From an optimization exercise on the open Yosys and OpenROAD flow, aimed at small area; shortcuts taken in it are not production practice. The RTL was checked by simulation tests, not by an equivalence proof against the original design.

Setup of run A:
## synthCore
module synthCore
(
	input logic MAX10_CLK2_50,
	input logic rstN,
	input logic sampleTick,
	input logic [25:0] cfg,
	output logic signed [15:0] sampleOut,
	output logic sampleValid
);
Size in the first run: ~980 cells after synthesis, ~150 flip-flops, roughly 46 I/O pins, ~10000 µm² of cells after synthesis.
make LEC_CHECK=0 CAP_MARGIN=20 CORE_MARGIN=2 CORE_UTILIZATION=40 CTS_BUF_LIST=sky130_fd_sc_hd__clkbuf_8 CTS_CLUSTER_DIAMETER=150 CTS_CLUSTER_SIZE=50 SLEW_MARGIN=20 finish   # period 10.0 ns
run.sh (not shown) runs the stock make flow with config.mk's settings and CLKGATE_MAP_FILE= SYNTH_SCRIPT=/design/flow/synth_recipe.tcl, a recipe that flattens the netlist after the stock synthesis.
Run A was carried through to the last stage, and its layout satisfied the timing, design-rule and antenna checks.
### run A -> run B
==> flow/config.mk <==
export PLATFORM = sky130hd
export DESIGN_NAME = synthCore
export DESIGN_NICKNAME = synthCore
export VERILOG_FILES = /design/flow/design.v
export SDC_FILE = /design/flow/constraint.sdc
export NUM_CORES = 4
export LEC_CHECK = 0
export CAP_MARGIN = 20
export CORE_MARGIN = 2
export CORE_UTILIZATION = 60
export CTS_BUF_LIST = sky130_fd_sc_hd__clkbuf_8
export CTS_CLUSTER_DIAMETER = 60
export CTS_CLUSTER_SIZE = 30
export SLEW_MARGIN = 20
## What came out
- Between run B and run A, the difference in total number of multi-input combinational cells is negligible.
- The count of clock-buffer cells in the layout in run B sits 1 below the value recorded for run A.
- Detailed route, run B vs run A: via total higher for run B
- From run A to run B, number of H-tree branching levels did not move at all.
Edits applied to the flow inputs when going from run B to run C:
==> flow/config.mk <==
export PLATFORM = sky130hd
export DESIGN_NAME = synthCore
export DESIGN_NICKNAME = synthCore
export VERILOG_FILES = /design/flow/design.v
export SDC_FILE = /design/flow/constraint.sdc
export NUM_CORES = 4
export LEC_CHECK = 0
export CAP_MARGIN = 20
export CORE_MARGIN = 2
export CORE_UTILIZATION = 40
export SLEW_MARGIN = 20
--- outcome ---
NOTE: global routing usage on met1 in run C falls short of that of run B
Portion of the layout cell area used by non-clock buffers in run C is 0.17 points higher than in run B
Global-route wire length before repair in run C is about 3.6% higher than in run B
Final max-slew violation count: run B vs run C, no meaningful difference
Run C vs. run B: number of iterations in the first detailed-routing pass moved down; vias after detailed routing shows a reduction of about 2%; instance count on the critical path went down by 3.
Here is what was changed in the inputs of run D compared with run C.
-- flow/config.mk --
<<< run C, line 9
export CORE_MARGIN = 2
export CORE_UTILIZATION = 40
export SLEW_MARGIN = 20
>>> run D, line 9
export CORE_MARGIN = 2
export CORE_UTILIZATION = 40
export CTS_BUF_LIST = sky130_fd_sc_hd__clkbuf_8
export CTS_CLUSTER_DIAMETER = 60
export CTS_CLUSTER_SIZE = 30
export SLEW_MARGIN = 20
--- outcome ---
Run D completed end to end with timing, DRC and antenna clean. Across both runs, fmax was lower for run D than for run C. Run D against run C: final-stage net count level, layout overhead on the synthesized area moved down, met1 layer wirelength in the final routing moved down, worst setup slack moved down. First-pass GRT wire length was higher in run C than in run D. In run D, the clock latency reported for the late side of the worst-skew pair came out 0.03 ns above the value in run C. In the tables for run C and run D, minimum clock period reads higher with run D.

* * *

Another version of the RTL of synthCore (not shown whole).
// synthCore
module synthCore
(
	input logic MAX10_CLK2_50,
	input logic rstN,
	input logic sampleTick,
	input logic [25:0] cfg,
	output logic signed [15:0] sampleOut,
	output logic sampleValid
);
export LEC_CHECK = 0
export CAP_MARGIN = 20
export CORE_MARGIN = 2
export CORE_UTILIZATION = 60
export CTS_BUF_LIST = sky130_fd_sc_hd__clkbuf_8
export SLEW_MARGIN = 20
export BUFFER_PORTS_ARGS = -buffer_cell sky130_fd_sc_hd__buf_1
export CTS_ARGS = -sink_clustering_enable -repair_clock_nets -dont_use_dummy_load -buf_list {sky130_fd_sc_hd__clkbuf_4 sky130_fd_sc_hd__clkbuf_8}
create_clock -name core_clock -period 10.0 [get_ports {MAX10_CLK2_50}]
standard.sh (not shown) runs the stock make flow with config.mk's settings and CLKGATE_MAP_FILE= SYNTH_SCRIPT=/design/flow/synth_recipe.tcl, a recipe that flattens the netlist after the stock synthesis.
==> flow/flow/run.sh <==
#!/bin/bash
# The standard layout (standard.sh) with these changes:
# - synthesis: the standard flow's synthesis script, except that the final ABC mapping
#   uses flow/abc_area.script (area-oriented mapping, no upsizing) instead of
#   ORFS's speed script; registers are not touched;
# - after synthesis, fapol.py picks each full adder's polarity (a full adder
#   is self-dual) so the netlist needs fewer inverters, and turns half adders
#   with one output in use into plain gates;
# - the port buffers are the smallest buffer cell;
# - clock tree synthesis inserts no dummy loads.
# Each tool's output goes to a log file here: synth.log, fapol.log, flow.log.
set -euo pipefail
W=$(pwd)
cat >> config.mk <<'EOC'
export BUFFER_PORTS_ARGS = -buffer_cell sky130_fd_sc_hd__buf_1
export CTS_ARGS = -sink_clustering_enable -repair_clock_nets -dont_use_dummy_load -buf_list {sky130_fd_sc_hd__clkbuf_4 sky130_fd_sc_hd__clkbuf_8}
EOC
{
  head -n 1 synth_recipe.tcl
  echo "proc abc {args} { set i [lsearch \$args -script]; if {\$i >= 0} { lset args [expr {\$i + 1}] $W/flow/abc_area.script }; yosys abc {*}\$args }"
  tail -n +2 synth_recipe.tcl
} > own_synth.tcl
sed "s#$W/synth_recipe.tcl#$W/own_synth.tcl#" standard.sh > own_standard.sh
grep -q own_synth.tcl own_standard.sh
bash own_standard.sh synth > synth.log 2>&1
R=orfs/results/sky130hd/synthCore/base
cp $R/1_2_yosys.v $R/1_2_yosys.orig.v
python3 flow/fapol.py $R/1_2_yosys.orig.v $R/1_2_yosys.v > fapol.log 2>&1
rm -f $R/1_synth.odb
bash own_standard.sh finish > flow.log 2>&1
==> flow/flow/abc_area.script <==
strash
dch
map -a
topo
Other scripts of this flow, unchanged in this note and not shown: flow/flow/fapol.py
The baseline passed the timing, design-rule and antenna checks.
Edit:
--- a/flow/flow/run.sh
+++ b/flow/flow/run.sh
@@ -3,3 +3,3 @@
 # - synthesis: the standard flow's synthesis script, except that the final ABC mapping
-#   uses flow/abc_area.script (area-oriented mapping, no upsizing) instead of
+#   uses flow/abc_area.script (area-oriented amap mapping, no upsizing) instead of
 #   ORFS's speed script; registers are not touched;
==> flow/flow/abc_area.script (replaced) <==
strash
dch
amap
topo
What happened: The changed run ran to the end with no violations; setup slack got worse by 0.65 ns; core utilization decreases by 0.22 points; global-route usage increases by 1.4 points; area after synthesis decreases by about 1.2%; design area decreases by about 1.1%; non-clock buffer count decreases by 1; register-to-register slack got worse by 0.65 ns; maximum frequency decreases by 7.1%; die area decreases by about 1.2%; sequential share of layout area increases by 0.35 points.
Edit:
==> flow/flow/run.sh (replaced) <==
#!/bin/bash
# The standard layout (standard.sh, with its standard synthesis) with
# these changes:
# - after synthesis, fapol.py picks each full adder's polarity (a full adder
#   is self-dual) so the netlist needs fewer inverters, and turns half adders
#   with one output in use into plain gates; registers are not touched;
# - the port buffers are the smallest buffer cell;
# - clock tree synthesis inserts no dummy loads.
# Each tool's output goes to a log file here: synth.log, fapol.log, flow.log.
set -euo pipefail
cat >> config.mk <<'EOC'
export BUFFER_PORTS_ARGS = -buffer_cell sky130_fd_sc_hd__buf_1
export CTS_ARGS = -sink_clustering_enable -repair_clock_nets -dont_use_dummy_load -buf_list {sky130_fd_sc_hd__clkbuf_4 sky130_fd_sc_hd__clkbuf_8}
EOC
bash standard.sh synth > synth.log 2>&1
R=orfs/results/sky130hd/synthCore/base
cp $R/1_2_yosys.v $R/1_2_yosys.orig.v
python3 flow/fapol.py $R/1_2_yosys.orig.v $R/1_2_yosys.v > fapol.log 2>&1
rm -f $R/1_synth.odb
bash standard.sh finish > flow.log 2>&1
removed: flow/flow/abc_area.script
What happened: Cell area rose by a few percent. Setup slack improves by 0.40 ns. Via count decreases by a few percent. First-iteration DRC count came out lower by a few percent. Routed wire length rose by a few percent. Count of clock-buffer cells in the layout is unchanged.
Edit:
--- a/flow/flow/run.sh
+++ b/flow/flow/run.sh
@@ -1,7 +1,9 @@
 #!/bin/bash
-# The standard layout (standard.sh, with its standard synthesis) with
-# these changes:
+# The standard layout (standard.sh) with these changes:
+# - synthesis: the standard flow's synthesis script, except that the final ABC mapping
+#   uses flow/abc_area.script (area-oriented amap mapping, no upsizing) instead of
+#   ORFS's speed script; registers are not touched;
 # - after synthesis, fapol.py picks each full adder's polarity (a full adder
 #   is self-dual) so the netlist needs fewer inverters, and turns half adders
-#   with one output in use into plain gates; registers are not touched;
+#   with one output in use into plain gates;
 # - the port buffers are the smallest buffer cell;
@@ -10,2 +12,3 @@
 set -euo pipefail
+W=$(pwd)
 cat >> config.mk <<'EOC'
@@ -14,3 +17,10 @@
 EOC
-bash standard.sh synth > synth.log 2>&1
+{
+  head -n 1 synth_recipe.tcl
+  echo "proc abc {args} { set i [lsearch \$args -script]; if {\$i >= 0} { lset args [expr {\$i + 1}] $W/flow/abc_area.script }; yosys abc {*}\$args }"
+  tail -n +2 synth_recipe.tcl
+} > own_synth.tcl
+sed "s#$W/synth_recipe.tcl#$W/own_synth.tcl#" standard.sh > own_standard.sh
+grep -q own_synth.tcl own_standard.sh
+bash own_standard.sh synth > synth.log 2>&1
 R=orfs/results/sky130hd/synthCore/base
@@ -19,2 +29,2 @@
 rm -f $R/1_synth.odb
-bash standard.sh finish > flow.log 2>&1
+bash own_standard.sh finish > flow.log 2>&1
==> flow/flow/abc_area.script (new file) <==
strash
dc2
dch
amap
topo
Effect: The changed run ran to the end with no violations; worst setup slack degrades by 0.40 ns; routed wire length drops by a few percent; non-clock buffer count rose by 5; fmax is lower by a few percent; clock skew drops by 0.0034 ns; design area decreases by a few percent; die area shrinks by roughly a tenth; area after synthesis drops by roughly a tenth; register-to-register slack is worse by 0.40 ns.

what the ideal ports hide:
The results above use ideal ports. As a check the final layouts listed here were re-extracted and re-timed, cells and wires unchanged.
Step 1 assumes that a clkbuf_16 drives the clock port and a buf_2 every other input.
Step 2 also shifts input and output timing later by t, the mid clock arrival at the registers, as if the neighbouring blocks saw the same clock.
Three values: no drivers, after step 1, after step 2; two values: the first two.
| run | t (ns) | slack for setup (ns) | worst setup path at the end |
|---|---|---|---|
| run A | 0.506 | 2.184 / 2.184 / 2.184 | register to register |
| run B | 0.496 | 2.006 / 2.006 / 2.006 | register to register |
| run C | 0.479 | 2.230 / 2.230 / 2.230 | register to register |
| run D | 0.506 | 2.184 / 2.184 / 2.184 | register to register |
| the first run of note 2 | 0.476 | 1.567 / 1.567 / 1.567 | register to register |
| the second run of note 2 | 0.484 | 0.918 / 0.918 / 0.918 | register to register |
| the third run of note 2 | 0.484 | 1.321 / 1.321 / 1.321 | register to register |
| the fourth run of note 2 | 0.480 | 0.920 / 0.920 / 0.920 | register to register |
After both steps setup and hold are still met in every run listed.
